Source: an optimization exercise on an open RTL-to-GDS flow (aim: small area). Production flows keep margins and buffers that such runs may drop.
Where RTL was checked, it was by simulation tests only, not by an equivalence proof against the original.
Power and IR drop assume default switching activity.

==> flow/design.v <==
module bfly_fa (
    input  logic x,
    input  logic y,
    input  logic ci,
    output logic s,
    output logic co
);
    assign s  = x ^ y ^ ci;
    assign co = (x & y) | (ci & (x ^ y));
endmodule
module bfly_ha (
    input  logic x,
    input  logic y,
    output logic s,
    output logic co
);
    assign s  = x ^ y;
    assign co = x & y;
endmodule
module fft_stage0 (
    input  logic                                clk,
    input  logic                                rst,
    input  logic                                valid,
    input  logic [4*2*9-1:0]  din,
    output logic [4*2*10-1:0] bfly_p,
    output logic [4*2*10-1:0] bfly_n,
    output logic                                out_valid
);
    localparam int IW    = 9;
    localparam int OW    = 10;
    localparam int NP    = 2 * 4;   
    localparam int VW    = NP * IW;
    localparam int BLOCK = 2 * 8;
    localparam int IDX_W = $clog2(BLOCK);
    localparam int LO    = 7;                
    localparam int HI    = IW - LO;          
    localparam int SW    = LO + (LO - 1) + 2 + 2 * HI;
    localparam int KW    = SW - IW;          
    logic [IDX_W-1:0] idx;      
    logic             compute;  
    logic             fill_q;   
    logic             cmp_q;    
    logic             hold_q;   
    logic             rot_q;    
    logic             rot_qq;   
    assign compute = valid && idx[IDX_W-1];
    always_ff @(posedge clk or negedge rst) begin
        if (!rst) begin
            idx       <= '0;
            fill_q    <= 1'b0;
            cmp_q     <= 1'b0;
            hold_q    <= 1'b1;
            out_valid <= 1'b0;
        end else begin
            if (valid) begin
                idx <= idx + 1'b1;
            end
            fill_q    <= valid && !compute;
            cmp_q     <= compute;
            hold_q    <= !valid;
            out_valid <= cmp_q;  
        end
    end
    always_ff @(posedge clk) begin
        rot_q  <= idx[IDX_W-1] && idx[IDX_W-2];
        rot_qq <= rot_q;
    end
    logic [VW-1:0] cur;                   
    logic [VW-1:0] dly [1:8];    
    logic [VW-1:0] st_lo;                 
    logic [NP*KW-1:0] st_hi_d, res_q;     
    always_ff @(posedge clk) begin
        cur <= din;
    end
    always_ff @(posedge clk) begin
        dly[1] <= ({VW{cmp_q}} & st_lo) | ({VW{fill_q}} & cur) | ({VW{hold_q}} & dly[1]);
        for (int i = 2; i <= 8; i++) begin
            dly[i] <= ({VW{fill_q | cmp_q}} & dly[i-1]) | ({VW{hold_q}} & dly[i]);
        end
    end
    always_ff @(posedge clk) begin
        res_q <= st_hi_d;
    end
    for (genvar j = 0; j < NP; j++) begin : g_p1
        logic [IW-1:0] a, b;
        logic [LO-1:0] s, d;
        logic [LO:0]   cs, cd;
        assign a = dly[8][j*IW +: IW];
        assign b = cur[j*IW +: IW];
        bfly_ha i_s0 (.x(a[0]), .y(b[0]), .s(s[0]), .co(cs[1]));
        if (j % 2 == 1) begin : g_re
            assign cd[1] = rot_q ? (a[0] & !b[0]) : (a[0] | !b[0]);
        end else begin : g_im
            assign cd[1] = a[0] | !b[0];
        end
        for (genvar i = 1; i < LO; i++) begin : g_bit
            bfly_fa i_s (.x(a[i]), .y(b[i]),  .ci(cs[i]), .s(s[i]), .co(cs[i+1]));
            bfly_fa i_d (.x(a[i]), .y(!b[i]), .ci(cd[i]), .s(d[i]), .co(cd[i+1]));
        end
        assign d[0] = 1'b0;  
        assign st_lo[j*IW +: IW]   = {b[IW-1:LO], a[IW-1:LO], s[IW-2*HI-1:0]};
        assign st_hi_d[j*KW +: KW] = {cs[LO], cd[LO], d[LO-1:1], s[LO-1:IW-2*HI]};
    end
    logic [OW-1:0] sum [NP];
    logic [OW-1:0] dif [NP];
    for (genvar j = 0; j < NP; j++) begin : g_p2
        logic [HI-1:0] ah, bh, sh, dh;
        logic [LO-1:0] s, d;
        logic [HI:0]   cs, cd;
        assign {bh, ah, s[IW-2*HI-1:0]}             = dly[1][j*IW +: IW];
        assign {cs[0], cd[0], d[LO-1:1], s[LO-1:IW-2*HI]} = res_q[j*KW +: KW];
        assign d[0] = (j % 2 == 1 && rot_qq) ? !s[0] : s[0];
        for (genvar i = 0; i < HI; i++) begin : g_bit
            bfly_fa i_s (.x(ah[i]), .y(bh[i]),  .ci(cs[i]), .s(sh[i]), .co(cs[i+1]));
            bfly_fa i_d (.x(ah[i]), .y(!bh[i]), .ci(cd[i]), .s(dh[i]), .co(cd[i+1]));
        end
        assign sum[j] = {ah[HI-1] ^ bh[HI-1] ^ cs[HI], sh, s};
        assign dif[j] = {ah[HI-1] ^ !bh[HI-1] ^ cd[HI], dh, d};
    end
    for (genvar l = 0; l < 4; l++) begin : g_lane
        assign bfly_p[l*2*OW+OW +: OW] = sum[2*l+1];
        assign bfly_p[l*2*OW    +: OW] = sum[2*l];
        assign bfly_n[l*2*OW+OW +: OW] = rot_qq ? dif[2*l]    : dif[2*l+1];
        assign bfly_n[l*2*OW    +: OW] = rot_qq ? ~dif[2*l+1] : dif[2*l];
    end
endmodule
==> flow/config.mk <==
export PLATFORM = sky130hd
export DESIGN_NAME = fft_stage0
export DESIGN_NICKNAME = fft_stage0
export VERILOG_FILES = /design/flow/design.v
export SDC_FILE = /design/flow/constraint.sdc
export NUM_CORES = 4
export LEC_CHECK = 0
export CAP_MARGIN = 20
export CORE_MARGIN = 2
export CORE_UTILIZATION = 65
export SLEW_MARGIN = 20
export SYNTH_HIERARCHICAL = 1
==> flow/constraint.sdc <==
create_clock -name core_clock -period 3.2 [get_ports {clk}]
set_input_delay 0.6400 -clock core_clock [delete_from_list [all_inputs] [get_ports {clk}]]
set_output_delay 0.6400 -clock core_clock [all_outputs]
set_load 0.01 [all_outputs]
standard.sh (not shown) runs the stock make flow with config.mk's settings and CLKGATE_MAP_FILE= SYNTH_SCRIPT=/design/flow/synth_recipe.tcl, a recipe that flattens the netlist after the stock synthesis.
==> flow/flow/run.sh <==
#!/bin/bash
# The standard layout with two changes:
#  - the port buffers are made from the smallest buffer cell;
#  - the clock tree uses larger sink clusters and no dummy loads.
# Each step's full output is in orfs/logs/; make's output in standard.log.
set -euo pipefail
bash standard.sh \
  "BUFFER_PORTS_ARGS=-buffer_cell sky130_fd_sc_hd__buf_1" \
  "CTS_ARGS=-sink_clustering_enable -repair_clock_nets -dont_use_dummy_load -sink_clustering_size 16 -sink_clustering_max_diameter 60 -buf_list sky130_fd_sc_hd__clkbuf_8" \
  finish > standard.log 2>&1
Then changed:
--- a/flow/design.v
+++ b/flow/design.v
@@ -113,10 +113,10 @@
         for (genvar i = 0; i < HI; i++) begin : g_bit
             bfly_fa i_s (.x(ah[i]), .y(bh[i]),  .ci(cs[i]), .s(sh[i]), .co(cs[i+1]));
             bfly_fa i_d (.x(ah[i]), .y(!bh[i]), .ci(cd[i]), .s(dh[i]), .co(cd[i+1]));
         end
-        assign sum[j] = {ah[HI-1] ^ bh[HI-1] ^ cs[HI], sh, s};
-        assign dif[j] = {ah[HI-1] ^ !bh[HI-1] ^ cd[HI], dh, d};
+        assign sum[j] = {(ah[HI-1] & bh[HI-1])  | (!cs[HI-1] & (ah[HI-1] | bh[HI-1])),  sh, s};
+        assign dif[j] = {(ah[HI-1] & !bh[HI-1]) | (!cd[HI-1] & (ah[HI-1] | !bh[HI-1])), dh, d};
     end
     for (genvar l = 0; l < 4; l++) begin : g_lane
         assign bfly_p[l*2*OW+OW +: OW] = sum[2*l+1];
         assign bfly_p[l*2*OW    +: OW] = sum[2*l];
=> Worst setup slack gains 14 ps; non-clock buffer count went down by 11; global-route usage went down by 0.13 points; sequential share of layout area went up by 0.63 points; via count went up by 0.78%; clock skew went up by 5.8 ps; design area went down by 1.1%; power went down by 2.3%; routed wire length went up by 0.60%.


Setup of the reference run:
Another version of the RTL of fft_stage0 (not shown whole).
Size: ~2500 cells after synthesis, about 240 I/O pins, about 0.029 mm2 of cells after synthesis.
==> module bfly_addsub, before the edit <==
module bfly_addsub (
    input  logic                               clk,
    input  logic                               rst,
    input  logic                               valid,
    input  logic [4*2*9-1:0] din,
    output logic [4*2*9-1:0] pair_a,  
    output logic [4*2*9-1:0] pair_b   
);
    localparam int VW = 4 * 2 * 9;
    logic [VW-1:0] cur;                   
    logic [VW-1:0] dly [1:8];    
    logic          shift;                 
    logic          hold;                  
    always_ff @(posedge clk or negedge rst) begin
        if (!rst) begin
            shift <= 1'b0;
            hold  <= 1'b1;
        end else begin
            shift <= valid;
            hold  <= !valid;
        end
    end
    always_ff @(posedge clk) begin
        cur <= din;
    end
    always_ff @(posedge clk) begin
        dly[1] <= ({VW{shift}} & cur) | ({VW{hold}} & dly[1]);
        for (int i = 2; i <= 8; i++) begin
            dly[i] <= ({VW{shift}} & dly[i-1]) | ({VW{hold}} & dly[i]);
        end
    end
    assign pair_a = dly[8];
    assign pair_b = cur;
endmodule
==> module bfly_rotate, before the edit <==
module bfly_rotate (
    input  logic                                clk,
    input  logic                                rot,    
    input  logic [4*2*9-1:0]  pair_a,
    input  logic [4*2*9-1:0]  pair_b,
    output logic [4*2*10-1:0] bfly_p,
    output logic [4*2*10-1:0] bfly_n
);
    localparam int IW = 9;
    localparam int OW = 10;
    logic [4*2*OW-1:0] p_d, n_d;
    for (genvar l = 0; l < 4; l++) begin : g_lane
        logic [OW-1:0] are, aim, bre, bim, d1, d2;
        logic [OW:0]   d1w;
        assign are = OW'($signed(pair_a[l*2*IW+IW +: IW]));
        assign aim = OW'($signed(pair_a[l*2*IW    +: IW]));
        assign bre = OW'($signed(pair_b[l*2*IW+IW +: IW]));
        assign bim = OW'($signed(pair_b[l*2*IW    +: IW]));
        assign d1w = {are, 1'b1} + {~bre, !rot};
        assign d1  = d1w[OW:1];
        assign d2  = aim - bim;
        assign p_d[l*2*OW+OW +: OW] = are + bre;
        assign p_d[l*2*OW    +: OW] = aim + bim;
        assign n_d[l*2*OW+OW +: OW] = rot ? d2  : d1;
        assign n_d[l*2*OW    +: OW] = rot ? ~d1 : d2;
    end
    always_ff @(posedge clk) begin
        bfly_p <= p_d;
        bfly_n <= n_d;
    end
endmodule
==> module fft_stage0, before the edit <==
module fft_stage0 (
    input  logic                                clk,
    input  logic                                rst,
    input  logic                                valid,
    input  logic [4*2*9-1:0]  din,
    output logic [4*2*10-1:0] bfly_p,
    output logic [4*2*10-1:0] bfly_n,
    output logic                                out_valid
);
    logic                               compute;
    logic                               rotate;
    logic                               cmp_q;   
    logic                               rot_q;
    logic [4*2*9-1:0] pair_a;
    logic [4*2*9-1:0] pair_b;
    bfly_ctrl i_ctrl (
        .clk     (clk),
        .rst     (rst),
        .valid   (valid),
        .compute (compute),
        .rotate  (rotate)
    );
    bfly_addsub i_addsub (
        .clk    (clk),
        .rst    (rst),
        .valid  (valid),
        .din    (din),
        .pair_a (pair_a),
        .pair_b (pair_b)
    );
    always_ff @(posedge clk or negedge rst) begin
        if (!rst) begin
            cmp_q     <= 1'b0;
            out_valid <= 1'b0;
        end else begin
            cmp_q     <= compute;
            out_valid <= cmp_q;  
        end
    end
    always_ff @(posedge clk) begin
        rot_q <= rotate;
    end
    bfly_rotate i_rotate (
        .clk    (clk),
        .rot    (rot_q),
        .pair_a (pair_a),
        .pair_b (pair_b),
        .bfly_p (bfly_p),
        .bfly_n (bfly_n)
    );
endmodule
==> flow/config.mk <==
export PLATFORM = sky130hd
export DESIGN_NAME = fft_stage0
export DESIGN_NICKNAME = fft_stage0
export VERILOG_FILES = /design/flow/design.v
export SDC_FILE = /design/flow/constraint.sdc
export NUM_CORES = 4
export LEC_CHECK = 0
export CAP_MARGIN = 20
export CORE_MARGIN = 2
export CORE_UTILIZATION = 40
export SLEW_MARGIN = 20
==> flow/constraint.sdc <==
create_clock -name core_clock -period 3.2 [get_ports {clk}]
set_input_delay 0.6400 -clock core_clock [delete_from_list [all_inputs] [get_ports {clk}]]
set_output_delay 0.6400 -clock core_clock [all_outputs]
set_load 0.01 [all_outputs]
run.sh (not shown) runs the stock make flow with config.mk's settings and CLKGATE_MAP_FILE= SYNTH_SCRIPT=/design/flow/synth_recipe.tcl, a recipe that flattens the netlist after the stock synthesis.
Stock flow here: none of the scripts above is used.
--- input diff the reference run..the trial run ---
diff --git a/flow/design.v b/flow/design.v
--- a/flow/design.v
+++ b/flow/design.v
@@ -29,6 +29,7 @@
     localparam int VW = 4 * 2 * 9;
     logic [VW-1:0] cur;                   
     logic [VW-1:0] dly [1:8];    
+    logic [VW-1:0] old_q;
     logic          shift;                 
     logic          hold;                  
     always_ff @(posedge clk or negedge rst) begin
@@ -41,7 +42,8 @@
         end
     end
     always_ff @(posedge clk) begin
-        cur <= din;
+        cur   <= din;
+        old_q <= dly[8];
     end
     always_ff @(posedge clk) begin
         dly[1] <= ({VW{shift}} & cur) | ({VW{hold}} & dly[1]);
@@ -49,12 +51,11 @@
             dly[i] <= ({VW{shift}} & dly[i-1]) | ({VW{hold}} & dly[i]);
         end
     end
-    assign pair_a = dly[8];
-    assign pair_b = cur;
+    assign pair_a = old_q;
+    assign pair_b = dly[1];
 endmodule
 module bfly_rotate (
-    input  logic                                clk,
-    input  logic                                rot,    
+    input  logic                                a_rot,  
     input  logic [4*2*9-1:0]  pair_a,
     input  logic [4*2*9-1:0]  pair_b,
     output logic [4*2*10-1:0] bfly_p,
@@ -62,25 +63,35 @@
 );
     localparam int IW = 9;
     localparam int OW = 10;
-    logic [4*2*OW-1:0] p_d, n_d;
     for (genvar l = 0; l < 4; l++) begin : g_lane
-        logic [OW-1:0] are, aim, bre, bim, d1, d2;
-        logic [OW:0]   d1w;
+        logic [OW-1:0] are, aim, bre, bim, d1, d2, pre, pim;
         assign are = OW'($signed(pair_a[l*2*IW+IW +: IW]));
         assign aim = OW'($signed(pair_a[l*2*IW    +: IW]));
         assign bre = OW'($signed(pair_b[l*2*IW+IW +: IW]));
         assign bim = OW'($signed(pair_b[l*2*IW    +: IW]));
-        assign d1w = {are, 1'b1} + {~bre, !rot};
-        assign d1  = d1w[OW:1];
-        assign d2  = aim - bim;
-        assign p_d[l*2*OW+OW +: OW] = are + bre;
-        assign p_d[l*2*OW    +: OW] = aim + bim;
-        assign n_d[l*2*OW+OW +: OW] = rot ? d2  : d1;
-        assign n_d[l*2*OW    +: OW] = rot ? ~d1 : d2;
+        rca #(.W(OW)) i_pre (.x(are), .y(bre),  .ci(1'b0),   .s(pre));
+        rca #(.W(OW)) i_pim (.x(aim), .y(bim),  .ci(1'b0),   .s(pim));
+        rca #(.W(OW)) i_d1  (.x(are), .y(~bre), .ci(!a_rot), .s(d1));
+        rca #(.W(OW)) i_d2  (.x(aim), .y(~bim), .ci(1'b1),   .s(d2));
+        assign bfly_p[l*2*OW+OW +: OW] = pre;
+        assign bfly_p[l*2*OW    +: OW] = pim;
+        assign bfly_n[l*2*OW+OW +: OW] = a_rot ? d2  : d1;
+        assign bfly_n[l*2*OW    +: OW] = a_rot ? ~d1 : d2;
     end
-    always_ff @(posedge clk) begin
-        bfly_p <= p_d;
-        bfly_n <= n_d;
+endmodule
+module rca #(
+    parameter int W = 10
+) (
+    input  logic [W-1:0] x,
+    input  logic [W-1:0] y,
+    input  logic         ci,
+    output logic [W-1:0] s
+);
+    logic [W:0] c;
+    assign c[0] = ci;
+    for (genvar i = 0; i < W; i++) begin : g_bit
+        assign s[i]   = x[i] ^ y[i] ^ c[i];
+        assign c[i+1] = (x[i] & y[i]) | (c[i] & (x[i] ^ y[i]));
     end
 endmodule
 module fft_stage0 (
@@ -96,6 +107,7 @@
     logic                               rotate;
     logic                               cmp_q;   
     logic                               rot_q;
+    logic                               rot_qq;
     logic [4*2*9-1:0] pair_a;
     logic [4*2*9-1:0] pair_b;
     bfly_ctrl i_ctrl (
@@ -123,11 +135,11 @@
         end
     end
     always_ff @(posedge clk) begin
-        rot_q <= rotate;
+        rot_q  <= rotate;
+        rot_qq <= rot_q;
     end
     bfly_rotate i_rotate (
-        .clk    (clk),
-        .rot    (rot_q),
+        .a_rot  (rot_qq),
         .pair_a (pair_a),
         .pair_b (pair_b),
         .bfly_p (bfly_p),
[summary]
Nothing crashed in the trial run and all stages finished; the problem is that the final layout failed, the offending checks being setup timing.
Note that the global-route wire length before repair recorded for the reference run amounts to 1.2 times the value seen in the trial run.
In the trial run the utilization turned out 2.4 points higher than in the reference run.
From the reference run to the trial run the numbers moved as follows: cell count fell by about 16%, power consumed by the clock network fell by about 10%, final worst-path cycle share rose by 90 points, switching power summed over all nets fell by about 6.6%.
Critical path depth for the trial run: 8 up relative to the reference run
Re net switching share of the total power: the trial run and the reference run aren't equal, and the higher value belongs to the trial run.
Setup WNS the reference run -> the trial run: worse
Function not checked in the reference run: the RTL went through the layout flow alone.

[what the ideal ports hide]
The flow's constraints put no driver on any port. The routed layouts listed below were extracted and timed again, unchanged, in two steps. Step 1 (the two cells are an assumption about what drives the block):
set clk [get_ports {clk}]
set_driving_cell -lib_cell sky130_fd_sc_hd__clkbuf_16 $clk
set_driving_cell -lib_cell sky130_fd_sc_hd__buf_2 [delete_from_list [all_inputs] $clk]
Step 2 adds t to the input delays and takes it off the output delays; t is the mean of the earliest and latest rising clock arrival at the registers after step 1. Input paths then give back, and output paths get back, about the clock's delay inside the block. a / b / c = no drivers / after step 1 / after step 2; a / b = the first two.
run | shift t [ns] | slack for setup (ns) | worst hold slack (ns) | slew at the worst register clock pin (ns)
the first run of note 1 | 0.690 | 0.090 / 0.036 / 0.096 | 0.076 / 0.043 / 0.441 | 0.10 / 0.10
the second run of note 1 | 0.682 | 0.104 / 0.073 / 0.104 | 0.071 / 0.041 / 0.416 | 0.10 / 0.10
the reference run | 0.671 | 0.803 / 0.800 / 0.803 | 0.296 / 0.257 / 0.363 | 0.06 / 0.06
the trial run | 0.659 | -2.077 / -2.138 / -1.479 | 0.309 / 0.271 / 0.339 | 0.06 / 0.06
